Context: an optimization exercise on an open-source flow, tuned for small area, a short achievable clock period and few clock cycles per item. The choices shown serve that exercise and are no tape-out recipe.
At most, simulation tests tie the RTL to the original design; equivalence was not proved.

==> inputs of run a <==
==> flow/design.v <==
package skf_pkg;
    localparam int VALUE_W   = 32;
    localparam int COV_FRAC  = 30;
    localparam int COV_W     = COV_FRAC + 2;
    localparam int REG_W     = COV_W;
    localparam int CFG_IDX_W = 2;
    localparam int HI_W      = COV_FRAC;           
    localparam int CNT_W     = $clog2(COV_FRAC);
    localparam logic [CNT_W-1:0] CNT_LAST = CNT_W'(COV_FRAC - 1);
    localparam logic [CFG_IDX_W-1:0] REG_PROCESS_NOISE     = CFG_IDX_W'(0);
    localparam logic [CFG_IDX_W-1:0] REG_MEASUREMENT_NOISE = CFG_IDX_W'(1);
    localparam logic [REG_W-1:0] Q_RESET = REG_W'(1073742);
    localparam logic [REG_W-1:0] R_RESET = REG_W'(10737418);
    localparam logic [HI_W-1:0]  COV_HI_RESET = HI_W'(1) << (COV_FRAC - 2);
endpackage
import skf_pkg::*;
module skf_div (
    input  logic               i_first,    
    input  logic [COV_W-1:0]   i_rem,
    input  logic [COV_W-1:0]   i_den,
    input  logic               i_f0,       
    input  logic               i_f1,       
    input  logic [COV_W-1:0]   i_pred,
    input  logic [COV_W-1:0]   i_cl,
    input  logic [HI_W-1:0]    i_ch,
    output logic               o_q,
    output logic [COV_W-1:0]   o_rem,
    output logic [COV_W-1:0]   o_cl,
    output logic [HI_W-1:0]    o_ch
);
    logic [COV_W+1:0]   trial;
    logic               q;
    logic [COV_W-1:0]   cl;
    logic [HI_W-1:0]    ch, ch_dec;
    logic [COV_W+1:0]   ct;
    logic [COV_W-1:0]   cl0, cl1;
    logic [HI_W-1:0]    ch0, ch1;
    always_comb begin
        trial = {1'b0, i_rem, 1'b0} - {2'b0, i_den};
        q     = !i_f0 && (i_f1 || !trial[COV_W+1]);
        o_rem = trial[COV_W+1] ? {i_rem[COV_W-2:0], 1'b0} : trial[COV_W-1:0];
        cl     = i_first ? i_pred : i_cl;
        ch     = i_first ? '0 : i_ch;
        ch_dec = i_ch - HI_W'(1);
        ct     = {1'b0, cl, 1'b0} - {2'b0, i_pred};
        cl0    = {cl[COV_W-2:0], 1'b0};
        ch0    = {ch[HI_W-2:0], cl[COV_W-1]};
        cl1    = ct[COV_W-1:0];
        ch1    = {ct[COV_W+1] ? ch_dec[HI_W-2:0] : ch[HI_W-2:0], ct[COV_W]};
        o_q  = q;
        o_cl = q ? cl1 : cl0;
        o_ch = q ? ch1 : ch0;
    end
endmodule
import skf_pkg::*;
module scalar_kalman_filter_unit (
    input  logic                                 i_clk,
    input  logic                                 i_rst_n,
    input  logic                                 i_in_valid,
    output logic                                 o_in_stall,
    input  logic signed [skf_pkg::VALUE_W-1:0]   i_sample,
    output logic                                 o_out_valid,
    input  logic                                 i_out_stall,
    output logic signed [skf_pkg::VALUE_W-1:0]   o_estimate,
    input  logic                                 i_cfg_we,
    input  logic [skf_pkg::CFG_IDX_W-1:0]        i_cfg_index,
    input  logic [skf_pkg::REG_W-1:0]            i_cfg_data
);
    logic               r_rst_n;
    logic [REG_W-1:0]   r_q, r_r;
    logic               r_q_def, r_r_def;    
    logic [COV_W-1:0]   r_pred, r_den, r_rem, r_cl;
    logic [HI_W-1:0]    r_ch;
    logic               r_cov_one;           
    logic [VALUE_W-1:0] r_s;                 
    logic [VALUE_W-1:0] r_est;               
    logic [VALUE_W-1:0] r_el;
    logic [HI_W-1:0]    r_eh;
    logic [CNT_W-1:0]   r_cnt;
    logic               r_busy, r_first, r_ebusy, r_elast, r_qd;
    logic               r_pend, r_out_valid, r_stall;
    logic               we_q, we_r;
    logic               start, fin, last;
    logic               n_busy, n_pend, n_out_valid;
    logic [REG_W-1:0]   q_val, r_val;
    logic [COV_W-1:0]   cov;
    logic [COV_W:0]     pq_sum;
    logic [COV_W+1:0]   pqr_sum;
    logic [COV_W-1:0]   pred, den;
    logic [VALUE_W-1:0] est_u;
    logic               c29;
    logic [2:0]         fin_k;
    logic [HI_W-1:0]    eh_inc;
    logic [VALUE_W-1:0] est_next;
    logic [VALUE_W-1:0] x;
    logic [VALUE_W+1:0] et;
    logic               f0, f1, q;
    logic [COV_W-1:0]   n_rem, n_cl;
    logic [HI_W-1:0]    n_ch;
    assign we_q  = i_cfg_we && i_cfg_index == REG_PROCESS_NOISE;
    assign we_r  = i_cfg_we && i_cfg_index == REG_MEASUREMENT_NOISE;
    assign start = i_in_valid && !o_in_stall;
    assign fin   = r_pend && !r_out_valid;
    assign last  = r_cnt == CNT_LAST;
    assign est_u = {~r_est[VALUE_W-1], r_est[VALUE_W-2:0]};
    assign q_val = r_q_def ? Q_RESET : r_q;
    assign r_val = r_r_def ? R_RESET : r_r;
    always_comb begin
        cov     = r_cov_one ? COV_W'(1) << COV_FRAC : {r_ch, r_cl[COV_W-1:COV_W-2]};
        pq_sum  = {1'b0, cov} + {1'b0, q_val};
        pqr_sum = {2'b0, cov} + {2'b0, q_val} + {2'b0, r_val};
        pred    = pq_sum[COV_W] ? '1 : pq_sum[COV_W-1:0];
        den     = (pqr_sum[COV_W+1:COV_W] != 2'b0) ? '1 : pqr_sum[COV_W-1:0];
    end
    assign f0 = r_den == '0;
    assign f1 = r_pred == r_den;
    skf_div u_div (
        .i_first (r_first),
        .i_rem   (r_rem),
        .i_den   (r_den),
        .i_f0    (f0),
        .i_f1    (f1),
        .i_pred  (r_pred),
        .i_cl    (r_cl),
        .i_ch    (r_ch),
        .o_q     (q),
        .o_rem   (n_rem),
        .o_cl    (n_cl),
        .o_ch    (n_ch)
    );
    always_comb begin
        x      = r_qd ? r_s : est_u;
        et     = {1'b0, r_el, 1'b0} + {2'b0, x};
        eh_inc = r_eh + HI_W'(1);
    end
    always_comb begin
        c29      = ({1'b0, r_el[COV_FRAC-1:0]} + {1'b0, est_u[COV_FRAC-1:0]}) >> COV_FRAC;
        fin_k    = {1'b0, r_el[VALUE_W-1:COV_FRAC]} + {1'b0, est_u[VALUE_W-1:COV_FRAC]} + {2'b0, c29};
        est_next = {fin_k[2] ? eh_inc : r_eh, fin_k[1:0]};
    end
    always_comb begin
        n_busy      = start || (r_busy && !last);
        n_pend      = (r_ebusy && r_elast) || (r_pend && !fin);
        n_out_valid = fin || (r_out_valid && i_out_stall);
    end
    always_ff @(posedge i_clk) begin
        r_rst_n <= i_rst_n;
        if (we_q) r_q <= i_cfg_data;
        if (we_r) r_r <= i_cfg_data;
        if (we_q) r_q_def <= 1'b0;
        else if (!r_rst_n) r_q_def <= 1'b1;
        if (we_r) r_r_def <= 1'b0;
        else if (!r_rst_n) r_r_def <= 1'b1;
        if (!r_rst_n) begin
            r_cov_one   <= 1'b1;
            r_est       <= '0;
            r_busy      <= 1'b0;
            r_first     <= 1'b0;
            r_ebusy     <= 1'b0;
            r_pend      <= 1'b0;
            r_out_valid <= 1'b0;
            r_stall     <= 1'b0;
        end else begin
            if (start) r_cov_one <= 1'b0;
            if (fin) r_est <= {~est_next[VALUE_W-1], est_next[VALUE_W-2:0]};
            r_busy      <= n_busy;
            r_first     <= start;
            r_ebusy     <= r_busy;
            r_pend      <= n_pend;
            r_out_valid <= n_out_valid;
            r_stall     <= n_busy || n_pend || n_out_valid;
        end
        r_elast <= last;
        r_qd    <= q;
        if (r_busy) begin
            r_cl <= n_cl;
            r_ch <= n_ch;
        end
        if (!r_busy) begin
            r_pred <= pred;
            r_den  <= den;
            r_rem  <= pred;
            r_s    <= {~i_sample[VALUE_W-1], i_sample[VALUE_W-2:0]};
            r_cnt  <= '0;
        end else begin
            r_rem  <= n_rem;
            r_cnt  <= r_cnt + CNT_W'(1);
        end
        if (r_ebusy) begin
            r_el <= et[VALUE_W-1:0];
            r_eh <= {et[VALUE_W+1] ? eh_inc[HI_W-2:0] : r_eh[HI_W-2:0], et[VALUE_W]};
        end else if (!r_pend || !r_out_valid) begin
            r_el <= '0;
            r_eh <= '0;
        end
    end
    assign o_in_stall  = r_stall || !r_rst_n;
    assign o_out_valid = r_out_valid && r_rst_n;
    assign o_estimate  = r_est;
endmodule
==> flow/flow/run.sh <==
#!/bin/bash
# Standard layout, with timing repair aiming for 8.5 ns of setup slack.
set -euo pipefail
bash standard.sh SETUP_SLACK_MARGIN=8.5 finish > flow_make.log 2>&1
==> flow/standard.sh <==
#!/bin/bash
# synth_recipe.tcl (not shown) runs the flow's synth.tcl, then flattens the netlist and writes it again
# the make line also repeats each setting of config.mk as NAME=value (left out here)
make -C /OpenROAD-flow-scripts/flow DESIGN_CONFIG=/design/flow/config.mk WORK_HOME=/design/flow/orfs CLKGATE_MAP_FILE= SYNTH_SCRIPT=/design/flow/synth_recipe.tcl "${@:-finish}"
==> flow/config.mk <==
export PLATFORM = sky130hd
export DESIGN_NAME = scalar_kalman_filter_unit
export DESIGN_NICKNAME = scalar_kalman_filter_unit
export VERILOG_FILES = /design/flow/design.v
export SDC_FILE = /design/flow/constraint.sdc
export NUM_CORES = 4
export LEC_CHECK = 0
export CAP_MARGIN = 20
export CORE_MARGIN = 2
export CORE_UTILIZATION = 40
export SLEW_MARGIN = 20
==> flow/constraint.sdc <==
create_clock -name core_clock -period 12.0 [get_ports {i_clk}]
set_input_delay 2.4000 -clock core_clock [delete_from_list [all_inputs] [get_ports {i_clk}]]
set_output_delay 2.4000 -clock core_clock [all_outputs]
set_load 0.01 [all_outputs]
==> run b: changes against run a <==
==> flow/design.v (replaced) <==
package skf_pkg;
    localparam int VALUE_W   = 32;
    localparam int COV_FRAC  = 30;
    localparam int COV_W     = COV_FRAC + 2;
    localparam int REG_W     = COV_W;
    localparam int CFG_IDX_W = 2;
    localparam int HI_W      = COV_FRAC;           
    localparam int STEPS     = COV_FRAC / 2;       
    localparam int CNT_W     = $clog2(STEPS);
    localparam logic [CNT_W-1:0] CNT_LAST = CNT_W'(STEPS - 1);
    localparam logic [CFG_IDX_W-1:0] REG_PROCESS_NOISE     = CFG_IDX_W'(0);
    localparam logic [CFG_IDX_W-1:0] REG_MEASUREMENT_NOISE = CFG_IDX_W'(1);
    localparam logic [REG_W-1:0] Q_RESET = REG_W'(1073742);
    localparam logic [REG_W-1:0] R_RESET = REG_W'(10737418);
endpackage
import skf_pkg::*;
module skf_div (
    input  logic [COV_W-1:0]   i_rem,
    input  logic [COV_W-1:0]   i_den,
    input  logic               i_f0,       
    input  logic               i_f1,       
    input  logic [COV_W-1:0]   i_pred,
    input  logic [COV_W-1:0]   i_cl,
    input  logic [HI_W-1:0]    i_ch,
    output logic [1:0]         o_q,
    output logic [COV_W-1:0]   o_rem,
    output logic [COV_W-1:0]   o_cl,
    output logic [HI_W-1:0]    o_ch
);
    localparam int TW = COV_W + 4;
    logic [TW-1:0]      r4, d1, d2, t1, t2, t3;
    logic               n1, n2, n3;
    logic [1:0]         q;
    logic [HI_W-1:0]    ch_dec;
    logic [TW-1:0]      l4, p1, p2, c1, c2, c3;
    logic [TW-1:0]      ct;
    always_comb begin
        r4 = TW'({i_rem, 2'b00});
        d1 = TW'(i_den);
        d2 = TW'({i_den, 1'b0});
        t1 = r4 - d1;
        t2 = r4 - d2;
        t3 = r4 - d2 - d1;
        n1 = t1[TW-1];
        n2 = t2[TW-1];
        n3 = t3[TW-1];
        if (i_f0)      q = 2'd0;
        else if (i_f1) q = 2'd3;
        else           q = {!n2, !n3 || (!n1 && n2)};
        case ({n3, n2, n1})
            3'b000:  o_rem = t3[COV_W-1:0];
            3'b100:  o_rem = t2[COV_W-1:0];
            3'b110:  o_rem = t1[COV_W-1:0];
            default: o_rem = r4[COV_W-1:0];
        endcase
        ch_dec = i_ch - HI_W'(1);
        l4     = TW'({i_cl, 2'b00});
        p1     = TW'(i_pred);
        p2     = TW'({i_pred, 1'b0});
        c1     = l4 - p1;
        c2     = l4 - p2;
        c3     = l4 - p2 - p1;
        case (q)
            2'd0:    ct = l4;
            2'd1:    ct = c1;
            2'd2:    ct = c2;
            default: ct = c3;
        endcase
        o_q  = q;
        o_cl = ct[COV_W-1:0];
        o_ch = {ct[TW-1] ? ch_dec[HI_W-3:0] : i_ch[HI_W-3:0], ct[COV_W+1:COV_W]};
    end
endmodule
import skf_pkg::*;
module scalar_kalman_filter_unit (
    input  logic                                 i_clk,
    input  logic                                 i_rst_n,
    input  logic                                 i_in_valid,
    output logic                                 o_in_stall,
    input  logic signed [skf_pkg::VALUE_W-1:0]   i_sample,
    output logic                                 o_out_valid,
    input  logic                                 i_out_stall,
    output logic signed [skf_pkg::VALUE_W-1:0]   o_estimate,
    input  logic                                 i_cfg_we,
    input  logic [skf_pkg::CFG_IDX_W-1:0]        i_cfg_index,
    input  logic [skf_pkg::REG_W-1:0]            i_cfg_data
);
    logic               r_rst_n;
    logic [REG_W-1:0]   r_q, r_r;
    logic               r_q_def, r_r_def;    
    logic [COV_W-1:0]   r_pred, r_den, r_rem, r_cl;
    logic [HI_W-1:0]    r_ch;
    logic [COV_W-1:0]   r_cov;               
    logic [VALUE_W-1:0] r_s;                 
    logic [VALUE_W-1:0] r_est;               
    logic [VALUE_W-1:0] r_el;
    logic [HI_W-1:0]    r_eh;
    logic [CNT_W-1:0]   r_cnt;
    logic [1:0]         r_qd;
    logic               r_busy, r_ebusy, r_elast;
    logic               r_pend, r_out_valid;
    logic               r_o_valid, r_o_stall;   
    logic               we_q, we_r;
    logic               start, fin, last;
    logic               n_busy, n_pend, n_out_valid;
    logic [REG_W-1:0]   q_val, r_val;
    logic [COV_W-1:0]   cov;
    logic [COV_W:0]     pq_sum;
    logic [COV_W+1:0]   pqr_sum;
    logic [COV_W-1:0]   pred, den;
    logic [VALUE_W-1:0] est_u;
    logic               c29;
    logic [2:0]         fin_k;
    logic [HI_W-1:0]    eh_inc;
    logic [VALUE_W-1:0] est_next;
    logic [VALUE_W-1:0] x1, x0;
    logic [VALUE_W+2:0] et;
    logic               f0, f1;
    logic [1:0]         q;
    logic [COV_W-1:0]   n_rem, n_cl;
    logic [HI_W-1:0]    n_ch;
    assign we_q  = i_cfg_we && i_cfg_index == REG_PROCESS_NOISE;
    assign we_r  = i_cfg_we && i_cfg_index == REG_MEASUREMENT_NOISE;
    assign start = i_in_valid && !o_in_stall;
    assign fin   = r_pend && !r_out_valid;
    assign last  = r_cnt == CNT_LAST;
    assign est_u = {~r_est[VALUE_W-1], r_est[VALUE_W-2:0]};
    assign q_val = r_q_def ? Q_RESET : r_q;
    assign r_val = r_r_def ? R_RESET : r_r;
    always_comb begin
        cov     = r_cov;
        pq_sum  = {1'b0, cov} + {1'b0, q_val};
        pqr_sum = {2'b0, cov} + {2'b0, q_val} + {2'b0, r_val};
        pred    = pq_sum[COV_W] ? '1 : pq_sum[COV_W-1:0];
        den     = (pqr_sum[COV_W+1:COV_W] != 2'b0) ? '1 : pqr_sum[COV_W-1:0];
    end
    assign f0 = r_den == '0;
    assign f1 = r_pred == r_den;
    skf_div u_div (
        .i_rem   (r_rem),
        .i_den   (r_den),
        .i_f0    (f0),
        .i_f1    (f1),
        .i_pred  (r_pred),
        .i_cl    (r_cl),
        .i_ch    (r_ch),
        .o_q     (q),
        .o_rem   (n_rem),
        .o_cl    (n_cl),
        .o_ch    (n_ch)
    );
    always_comb begin
        x1     = r_qd[1] ? r_s : est_u;
        x0     = r_qd[0] ? r_s : est_u;
        et     = {1'b0, r_el, 2'b00} + {2'b0, x1, 1'b0} + {3'b0, x0};
        eh_inc = r_eh + HI_W'(1);
    end
    always_comb begin
        c29      = ({1'b0, r_el[COV_FRAC-1:0]} + {1'b0, est_u[COV_FRAC-1:0]}) >> COV_FRAC;
        fin_k    = {1'b0, r_el[VALUE_W-1:COV_FRAC]} + {1'b0, est_u[VALUE_W-1:COV_FRAC]} + {2'b0, c29};
        est_next = {fin_k[2] ? eh_inc : r_eh, fin_k[1:0]};
    end
    always_comb begin
        n_busy      = start || (r_busy && !last);
        n_pend      = (r_ebusy && r_elast) || (r_pend && !fin);
        n_out_valid = fin || (r_out_valid && i_out_stall);
    end
    always_ff @(posedge i_clk) begin
        r_rst_n <= i_rst_n;
        if (we_q) r_q <= i_cfg_data;
        if (we_r) r_r <= i_cfg_data;
        if (we_q) r_q_def <= 1'b0;
        else if (!r_rst_n) r_q_def <= 1'b1;
        if (we_r) r_r_def <= 1'b0;
        else if (!r_rst_n) r_r_def <= 1'b1;
        if (!r_rst_n) begin
            r_cov       <= COV_W'(1) << COV_FRAC;
            r_est       <= '0;
            r_busy      <= 1'b0;
            r_ebusy     <= 1'b0;
            r_pend      <= 1'b0;
            r_out_valid <= 1'b0;
        end else begin
            if (r_busy && last) r_cov <= {n_ch, n_cl[COV_W-1:COV_W-2]};
            if (fin) r_est <= {~est_next[VALUE_W-1], est_next[VALUE_W-2:0]};
            r_busy      <= n_busy;
            r_ebusy     <= r_busy;
            r_pend      <= n_pend;
            r_out_valid <= n_out_valid;
        end
        r_o_valid <= i_rst_n && r_rst_n && n_out_valid;
        r_o_stall <= !i_rst_n || (r_rst_n && (n_busy || n_pend || n_out_valid));
        r_elast <= last;
        r_qd    <= q;
        if (!r_busy) begin
            r_cl   <= pred;
            r_ch   <= '0;
            r_pred <= pred;
            r_den  <= den;
            r_rem  <= pred;
            r_s    <= {~i_sample[VALUE_W-1], i_sample[VALUE_W-2:0]};
            r_cnt  <= '0;
        end else begin
            r_cl   <= n_cl;
            r_ch   <= n_ch;
            r_rem  <= n_rem;
            r_cnt  <= r_cnt + CNT_W'(1);
        end
        if (r_ebusy) begin
            r_el <= et[VALUE_W-1:0];
            r_eh <= {et[VALUE_W+2] ? eh_inc[HI_W-3:0] : r_eh[HI_W-3:0], et[VALUE_W+1:VALUE_W]};
        end else if (!r_pend || !r_out_valid) begin
            r_el <= '0;
            r_eh <= '0;
        end
    end
    assign o_in_stall  = r_o_stall;
    assign o_out_valid = r_o_valid;
    assign o_estimate  = r_est;
endmodule
==> flow/flow/run.sh (replaced) <==
#!/bin/bash
# Standard layout, with timing repair aiming for 6 ns of setup slack.
set -euo pipefail
bash standard.sh SETUP_SLACK_MARGIN=6 finish > flow_make.log 2>&1
==> run c: changes against run a <==
--- a/flow/design.v
+++ b/flow/design.v
@@ -5,13 +5,13 @@
     localparam int REG_W     = COV_W;
     localparam int CFG_IDX_W = 2;
     localparam int HI_W      = COV_FRAC;           
-    localparam int CNT_W     = $clog2(COV_FRAC);
-    localparam logic [CNT_W-1:0] CNT_LAST = CNT_W'(COV_FRAC - 1);
+    localparam int STEPS     = COV_FRAC / 2;       
+    localparam int CNT_W     = $clog2(STEPS);
+    localparam logic [CNT_W-1:0] CNT_LAST = CNT_W'(STEPS - 1);
     localparam logic [CFG_IDX_W-1:0] REG_PROCESS_NOISE     = CFG_IDX_W'(0);
     localparam logic [CFG_IDX_W-1:0] REG_MEASUREMENT_NOISE = CFG_IDX_W'(1);
     localparam logic [REG_W-1:0] Q_RESET = REG_W'(1073742);
     localparam logic [REG_W-1:0] R_RESET = REG_W'(10737418);
-    localparam logic [HI_W-1:0]  COV_HI_RESET = HI_W'(1) << (COV_FRAC - 2);
 endpackage
 import skf_pkg::*;
 module skf_div (
@@ -23,33 +23,56 @@
     input  logic [COV_W-1:0]   i_pred,
     input  logic [COV_W-1:0]   i_cl,
     input  logic [HI_W-1:0]    i_ch,
-    output logic               o_q,
+    output logic [1:0]         o_q,
     output logic [COV_W-1:0]   o_rem,
     output logic [COV_W-1:0]   o_cl,
     output logic [HI_W-1:0]    o_ch
 );
-    logic [COV_W+1:0]   trial;
-    logic               q;
+    localparam int TW = COV_W + 4;
+    logic [TW-1:0]      r4, d1, d2, t1, t2, t3;
+    logic               n1, n2, n3;
+    logic [1:0]         q;
     logic [COV_W-1:0]   cl;
     logic [HI_W-1:0]    ch, ch_dec;
-    logic [COV_W+1:0]   ct;
-    logic [COV_W-1:0]   cl0, cl1;
-    logic [HI_W-1:0]    ch0, ch1;
-    always_comb begin
-        trial = {1'b0, i_rem, 1'b0} - {2'b0, i_den};
-        q     = !i_f0 && (i_f1 || !trial[COV_W+1]);
-        o_rem = trial[COV_W+1] ? {i_rem[COV_W-2:0], 1'b0} : trial[COV_W-1:0];
+    logic [TW-1:0]      l4, p1, p2, c1, c2, c3;
+    logic [TW-1:0]      ct;
+    always_comb begin
+        r4 = TW'({i_rem, 2'b00});
+        d1 = TW'(i_den);
+        d2 = TW'({i_den, 1'b0});
+        t1 = r4 - d1;
+        t2 = r4 - d2;
+        t3 = r4 - d2 - d1;
+        n1 = t1[TW-1];
+        n2 = t2[TW-1];
+        n3 = t3[TW-1];
+        if (i_f0)      q = 2'd0;
+        else if (i_f1) q = 2'd3;
+        else           q = {!n2, !n3 || (!n1 && n2)};
+        case ({n3, n2, n1})
+            3'b000:  o_rem = t3[COV_W-1:0];
+            3'b100:  o_rem = t2[COV_W-1:0];
+            3'b110:  o_rem = t1[COV_W-1:0];
+            default: o_rem = r4[COV_W-1:0];
+        endcase
         cl     = i_first ? i_pred : i_cl;
         ch     = i_first ? '0 : i_ch;
         ch_dec = i_ch - HI_W'(1);
-        ct     = {1'b0, cl, 1'b0} - {2'b0, i_pred};
-        cl0    = {cl[COV_W-2:0], 1'b0};
-        ch0    = {ch[HI_W-2:0], cl[COV_W-1]};
-        cl1    = ct[COV_W-1:0];
-        ch1    = {ct[COV_W+1] ? ch_dec[HI_W-2:0] : ch[HI_W-2:0], ct[COV_W]};
+        l4     = TW'({cl, 2'b00});
+        p1     = TW'(i_pred);
+        p2     = TW'({i_pred, 1'b0});
+        c1     = l4 - p1;
+        c2     = l4 - p2;
+        c3     = l4 - p2 - p1;
+        case (q)
+            2'd0:    ct = l4;
+            2'd1:    ct = c1;
+            2'd2:    ct = c2;
+            default: ct = c3;
+        endcase
         o_q  = q;
-        o_cl = q ? cl1 : cl0;
-        o_ch = q ? ch1 : ch0;
+        o_cl = ct[COV_W-1:0];
+        o_ch = {ct[TW-1] ? ch_dec[HI_W-3:0] : ch[HI_W-3:0], ct[COV_W+1:COV_W]};
     end
 endmodule
 import skf_pkg::*;
@@ -77,7 +100,8 @@
     logic [VALUE_W-1:0] r_el;
     logic [HI_W-1:0]    r_eh;
     logic [CNT_W-1:0]   r_cnt;
-    logic               r_busy, r_first, r_ebusy, r_elast, r_qd;
+    logic [1:0]         r_qd;
+    logic               r_busy, r_first, r_ebusy, r_elast;
     logic               r_pend, r_out_valid, r_stall;
     logic               we_q, we_r;
     logic               start, fin, last;
@@ -92,9 +116,10 @@
     logic [2:0]         fin_k;
     logic [HI_W-1:0]    eh_inc;
     logic [VALUE_W-1:0] est_next;
-    logic [VALUE_W-1:0] x;
-    logic [VALUE_W+1:0] et;
-    logic               f0, f1, q;
+    logic [VALUE_W-1:0] x1, x0;
+    logic [VALUE_W+2:0] et;
+    logic               f0, f1;
+    logic [1:0]         q;
     logic [COV_W-1:0]   n_rem, n_cl;
     logic [HI_W-1:0]    n_ch;
     assign we_q  = i_cfg_we && i_cfg_index == REG_PROCESS_NOISE;
@@ -129,8 +154,9 @@
         .o_ch    (n_ch)
     );
     always_comb begin
-        x      = r_qd ? r_s : est_u;
-        et     = {1'b0, r_el, 1'b0} + {2'b0, x};
+        x1     = r_qd[1] ? r_s : est_u;
+        x0     = r_qd[0] ? r_s : est_u;
+        et     = {1'b0, r_el, 2'b00} + {2'b0, x1, 1'b0} + {3'b0, x0};
         eh_inc = r_eh + HI_W'(1);
     end
     always_comb begin
@@ -188,7 +214,7 @@
         end
         if (r_ebusy) begin
             r_el <= et[VALUE_W-1:0];
-            r_eh <= {et[VALUE_W+1] ? eh_inc[HI_W-2:0] : r_eh[HI_W-2:0], et[VALUE_W]};
+            r_eh <= {et[VALUE_W+2] ? eh_inc[HI_W-3:0] : r_eh[HI_W-3:0], et[VALUE_W+1:VALUE_W]};
         end else if (!r_pend || !r_out_valid) begin
             r_el <= '0;
             r_eh <= '0;
==> run summary <==
| item | run b | run c | run a |
|---|---|---|---|
| Met3 Usage GRT | 0.0292 | 0.0321 | 0.0347 |
| Worst hold slack | 0.465 ns | 0.468 ns | 0.475 ns |
| Via count | 29000 | 30200 | 22400 |
| Worst reg2reg path endpoint | r_cov[31] | r_ch[10] | r_ch[12] |
| Row count | 106 | 105 | 94 |
| Met1 routing resource usage after global routing | 0.335 | 0.352 | 0.328 |
| Synthesized netlist cell count | 3733 | 3613 | 2782 |
| Syn-to-layout area delta | 12.6% | 34.3% | 30.3% |
| Die H | 294 um | 292 um | 261 um |
| Buffer count excluding the clock tree in the final layout | 163 | 480 | 311 |
| Total placed cells including tap cells | 4816 | 4703 | 3651 |
| Post-layout nets | 4273 | 4486 | 3320 |
| Syn Area/Cell | 9.02 sq um | 9.17 sq um | 9.50 sq um |
| Relative slew slack | 0.268 | 0.228 | 0.285 |
| Proportion of netlist area held by the largest area contributor | 0.198 | 0.258 | 0.323 |
| Vias per std cell | 5.88 | 5.88 | 5.70 |
| Cell area after synthesis | 33700 sq um | 33100 sq um | 26400 sq um |
| Number of detailed-routing iterations run before antenna repair | 8 | 5 | 6 |
| Sequential cell area | 10100 sq um | 10300 sq um | 10300 sq um |
| Status | timing/DRC/antenna clean | timing/DRC/antenna clean | timing/DRC/antenna clean |
Testbench counts of run b, summed over its fixed seeds: cycles 32,928, items 2,048.
For run a and run c, only the layout was checked, not whether the RTL still works.

afterwards: timing with drivers on the ports:
How much do the figures lean on ideal ports? The routed layouts below were timed once more, with nothing changed but the port constraints.
Step 1: set_driving_cell puts a clkbuf_16 on i_clk and a buf_2 on each other input, an assumption about the parent block.
Step 2 moves the port delays by t, midway between the first and last clock arrival at a register: inputs arrive t later, outputs are due t later. That takes back most of the time a late clock gives input paths.
Three values: ideal ports, drivers, drivers and shift; two values: the first two.
run	t, ns	slack for setup (ns)	latest minus earliest clock arrival (ns)	cell pins on the clock port's net
run a	0.649	8.134 / 8.134 / 7.977	0.024 / 0.023	1
run b	0.661	6.195 / 6.195 / 6.195	0.024 / 0.023	1
run c	0.648	6.415 / 6.415 / 6.415	0.026 / 0.026	1
After both steps setup and hold are still met in every run listed. For run a, which loses most, drivers alone change the setup slack by 0.000 ns; drivers and shift together by -0.157 ns.
